This design comes from an exercise in tuning for a short achievable clock period and few clock cycles per item on the open sky130 flow, not from production work. At most, simulation tests tie the RTL to the original design; equivalence was not proved. Power and IR drop assume default switching activity.

== main ==
==> module process_engine, before the edit <==
module process_engine #(
  parameter int INDEX_WIDTH  = 4,
  parameter int READ_LATENCY = 2
) (
  input  logic                           clock,
  input  logic                           reset,
  input  logic                           input_valid,
  input  logic [1:0]                     opcode,
  input  logic [hash_pkg::KEY_WIDTH-1:0] key,
  input  logic [hash_pkg::VAL_WIDTH-1:0] wr_data,
  output logic                           stall,
  output logic                           output_valid,
  output logic [hash_pkg::VAL_WIDTH-1:0] val_out,
  output logic [2:0]                     rescode
);
  localparam int NB = 16;                   
  localparam int NS = hash_pkg::NUM_SLOTS;  
  localparam int NE = NB * NS;              
  localparam int KW = hash_pkg::KEY_WIDTH;
  localparam int VW = hash_pkg::VAL_WIDTH;
  logic [NE-1:0]    t_valid;
  logic [NE*KW-1:0] t_key;
  logic [NE*VW-1:0] t_val;
  assign stall = 1'b0;
  logic          b_v, c_v, d_v;
  logic [1:0]    b_op;
  logic [KW-1:0] b_key, c_key;
  logic [VW-1:0] b_data, c_data;
  logic [NB-1:0] b_boh, c_boh;           
  logic          b_kz;                   
  logic [NS-1:0] b_hit;                  
  logic [NS-1:0] b_free;                 
  logic          b_sk1, b_sb1;           
  logic          b_sk2, b_sb2;           
  logic [2:0]    c_code, d_code;
  logic          c_prs, d_prs;           
  logic [NS-1:0] c_slot, d_slot;         
  logic [NS-1:0] c_free, d_free;         
  logic [NS-1:0] c_wr;                   
  logic [NS-1:0] c_del;                  
  logic [NS-1:0] c_rd;                   
  logic [VW-1:0] d_part [4];             
  logic [3:0]    in_hash;
  logic [NB-1:0] in_boh;
  logic [NE-1:0] in_match;
  logic [NS-1:0] in_hit;
  logic [NS-1:0] in_free;
  always_comb begin
    in_hash = key[3:0] ^ key[7:4] ^ key[11:8] ^ key[15:12];
    in_boh  = NB'(1) << in_hash;
    for (int e = 0; e < NE; e++) begin
      in_match[e] = t_valid[e] && (t_key[e*KW +: KW] == key);
    end
    for (int s = 0; s < NS; s++) begin
      in_hit[s]  = 1'b0;
      in_free[s] = 1'b1;
      for (int b = 0; b < NB; b++) begin
        in_hit[s]  = in_hit[s] | in_match[b*NS+s];
        in_free[s] = in_free[s] & !(in_boh[b] && t_valid[b*NS+s]);
      end
    end
  end
  always_ff @(posedge clock) begin
    b_v    <= !reset && input_valid && (opcode != hash_pkg::OP_NOP);
    b_op   <= opcode;
    b_key  <= key;
    b_data <= wr_data;
    b_boh  <= in_boh;
    b_kz   <= (key == '0);
    b_hit  <= in_hit;
    b_free <= in_free;
    b_sk1  <= b_v && (b_key == key);
    b_sb1  <= b_v && (b_boh == in_boh);
    b_sk2  <= c_v && (c_key == key);
    b_sb2  <= c_v && (c_boh == in_boh);
  end
  logic [NS-1:0] hit, free, flo, wr_slot, del_slot;
  logic          any_hit, any_free, is_s, is_i, is_d, ins_new, upd, del;
  logic [2:0]    code;
  always_comb begin
    if (b_sk1)      hit = c_prs ? c_slot : '0;
    else if (b_sk2) hit = d_prs ? d_slot : '0;
    else            hit = b_hit;
    if (b_sb1)      free = c_free;
    else if (b_sb2) free = d_free;
    else            free = b_free;
    any_hit  = |hit;
    any_free = |free;
    flo[0]   = free[0];
    flo[1]   = free[1] && !free[0];
    flo[2]   = free[2] && !free[1] && !free[0];
    flo[3]   = free[3] && !free[2] && !free[1] && !free[0];
    is_s     = (b_op == hash_pkg::OP_SEARCH);
    is_i     = (b_op == hash_pkg::OP_INSERT);
    is_d     = (b_op == hash_pkg::OP_DELETE);
    upd      = b_v && is_i && any_hit;
    ins_new  = b_v && is_i && !any_hit && any_free && !b_kz;
    del      = b_v && is_d && any_hit;
    wr_slot  = (upd ? hit : '0) | (ins_new ? flo : '0);
    del_slot = del ? hit : '0;
    if (is_s)      code = any_hit ? hash_pkg::RES_FOUND : hash_pkg::RES_MISS;
    else if (is_i) code = any_hit ? hash_pkg::RES_UPDATED :
                          (any_free ? hash_pkg::RES_INSERTED : hash_pkg::RES_FULL);
    else if (is_d) code = any_hit ? hash_pkg::RES_DELETED : hash_pkg::RES_MISS;
    else           code = hash_pkg::RES_MISS;
  end
  always_ff @(posedge clock) begin
    c_v    <= !reset && b_v;
    c_key  <= b_key;
    c_data <= b_data;
    c_boh  <= b_boh;
    c_code <= code;
    c_prs  <= is_s ? any_hit : (is_i ? (any_hit || (any_free && !b_kz)) : 1'b0);
    c_slot <= any_hit ? hit : flo;
    c_free <= (free & ~(ins_new ? flo : '0)) | del_slot;
    c_wr   <= wr_slot;
    c_del  <= del_slot;
    c_rd   <= is_s ? hit : '0;
  end
  for (genvar e = 0; e < NE; e++) begin : g_entry
    always_ff @(posedge clock) begin
      if (reset) begin
        t_valid[e] <= 1'b0;
      end else if (c_v && c_boh[e/NS] && c_wr[e%NS]) begin
        t_valid[e] <= 1'b1;
      end else if (c_v && c_boh[e/NS] && c_del[e%NS]) begin
        t_valid[e] <= 1'b0;
      end
    end
    always_ff @(posedge clock) begin
      if (c_v && c_boh[e/NS] && c_wr[e%NS]) begin
        t_key[e*KW +: KW] <= c_key;
        t_val[e*VW +: VW] <= c_data;
      end
    end
  end
  logic [VW-1:0] rd_part [4];
  always_comb begin
    for (int g = 0; g < 4; g++) begin
      rd_part[g] = '0;
      for (int e = g*NE/4; e < (g+1)*NE/4; e++) begin
        if (c_boh[e/NS] && c_rd[e%NS]) rd_part[g] = rd_part[g] | t_val[e*VW +: VW];
      end
    end
  end
  always_ff @(posedge clock) begin
    d_v    <= !reset && c_v;
    d_code <= c_code;
    d_prs  <= c_prs;
    d_slot <= c_slot;
    d_free <= c_free;
    for (int g = 0; g < 4; g++) d_part[g] <= rd_part[g];
  end
  always_ff @(posedge clock) begin
    output_valid <= !reset && d_v;
    rescode      <= d_code;
    val_out      <= d_part[0] | d_part[1] | d_part[2] | d_part[3];
  end
endmodule
make LEC_CHECK=0 ABC_CLOCK_PERIOD_IN_PS=2000 CAP_MARGIN=20 CORE_MARGIN=2 CORE_UTILIZATION=55 SETUP_SLACK_MARGIN=3.0 SLEW_MARGIN=20 finish   # period 5.0 ns
run.sh (not shown) runs the stock make flow with config.mk's settings and CLKGATE_MAP_FILE= SYNTH_SCRIPT=/design/flow/synth_recipe.tcl, a recipe that flattens the netlist after the stock synthesis.
Relative to main, the following input files were edited for the feature branch:
--- a/flow/design.v
+++ b/flow/design.v
@@ -43,10 +43,11 @@
   localparam int NB = 16;                   
   localparam int NS = hash_pkg::NUM_SLOTS;  
   localparam int NE = NB * NS;              
   localparam int KW = hash_pkg::KEY_WIDTH;
   localparam int VW = hash_pkg::VAL_WIDTH;
+  localparam int NP = 8;                    
   logic [NE-1:0]    t_valid;
   logic [NE*KW-1:0] t_key;
   logic [NE*VW-1:0] t_val;
   assign stall = 1'b0;
   logic          b_v, c_v, d_v;
@@ -64,11 +65,11 @@
   logic [NS-1:0] c_slot, d_slot;         
   logic [NS-1:0] c_free, d_free;         
   logic [NS-1:0] c_wr;                   
   logic [NS-1:0] c_del;                  
   logic [NS-1:0] c_rd;                   
-  logic [VW-1:0] d_part [4];             
+  logic [VW-1:0] d_part [NP];            
   logic [3:0]    in_hash;
   logic [NB-1:0] in_boh;
   logic [NE-1:0] in_match;
   logic [NS-1:0] in_hit;
   logic [NS-1:0] in_free;
@@ -159,28 +160,29 @@
         t_key[e*KW +: KW] <= c_key;
         t_val[e*VW +: VW] <= c_data;
       end
     end
   end
-  logic [VW-1:0] rd_part [4];
+  logic [VW-1:0] rd_part [NP];
   always_comb begin
-    for (int g = 0; g < 4; g++) begin
+    for (int g = 0; g < NP; g++) begin
       rd_part[g] = '0;
-      for (int e = g*NE/4; e < (g+1)*NE/4; e++) begin
+      for (int e = g*NE/NP; e < (g+1)*NE/NP; e++) begin
         if (c_boh[e/NS] && c_rd[e%NS]) rd_part[g] = rd_part[g] | t_val[e*VW +: VW];
       end
     end
   end
   always_ff @(posedge clock) begin
     d_v    <= !reset && c_v;
     d_code <= c_code;
     d_prs  <= c_prs;
     d_slot <= c_slot;
     d_free <= c_free;
-    for (int g = 0; g < 4; g++) d_part[g] <= rd_part[g];
+    for (int g = 0; g < NP; g++) d_part[g] <= rd_part[g];
   end
   always_ff @(posedge clock) begin
     output_valid <= !reset && d_v;
     rescode      <= d_code;
-    val_out      <= d_part[0] | d_part[1] | d_part[2] | d_part[3];
+    val_out      <= d_part[0] | d_part[1] | d_part[2] | d_part[3] |
+                    d_part[4] | d_part[5] | d_part[6] | d_part[7];
   end
 endmodule
## What came out
The feature branch vs main: routed length on met1 down in the feature branch
The feature branch: clock network fraction of design power 0.4 points above main
Average cell area after synthesis went down slightly going from main to the feature branch.
The feature branch vs main on actual transition at the worst max-transition pin: the feature branch is the higher one.
main reports its termination of the worst setup path as val_out[7] while the feature branch reports output_valid.
On wire length after detailed routing, the feature branch does better than main.
Of the two values seen for worst setup path startpoint, val_out[7]$_DFF_P_ was produced by main and output_valid$_DFF_P_ by the feature branch.
The feature branch vs. main: area growth from synthesis to layout dropped 2.7 points; portion of netlist area occupied by mux cells now sits at about the same level.
Diff main..the feature branch | cell count | negligible
Testbench counts of the feature branch, summed over its fixed seeds: cycles 16,032, items 16,000.
Function not checked in main: the RTL went through the layout flow alone.

port drivers added, routing unchanged:
No port has a modelled driver above. Below, the same layouts with a new extraction and two added sets of constraints. Step 1, drivers: a clkbuf_16 drives clock and a buf_2 each remaining input, both assumed. Step 2 moves the port delays by t, midway between the first and last clock arrival at a register: inputs arrive t later, outputs are due t later. That takes back most of the time a late clock gives input paths. a / b / c = ideal ports / drivers / drivers and shift; a / b = the first two.
run | t, ns | slack for setup (ns) | worst hold slack (ns) | clock arrival spread, ns | cell pins on the clock port's net
main | 0.959 | 2.621 / 2.536 / 1.789 | 0.324 / 0.324 / 0.324 | 0.047 / 0.048 | 1
the feature branch | 0.950 | 2.616 / 2.534 / 1.825 | 0.320 / 0.320 / 0.320 | 0.030 / 0.030 | 1
After both steps every run listed still meets setup and hold. The setup slack of main, which loses most, moves by -0.085 ns with the drivers and by -0.832 ns with both steps.
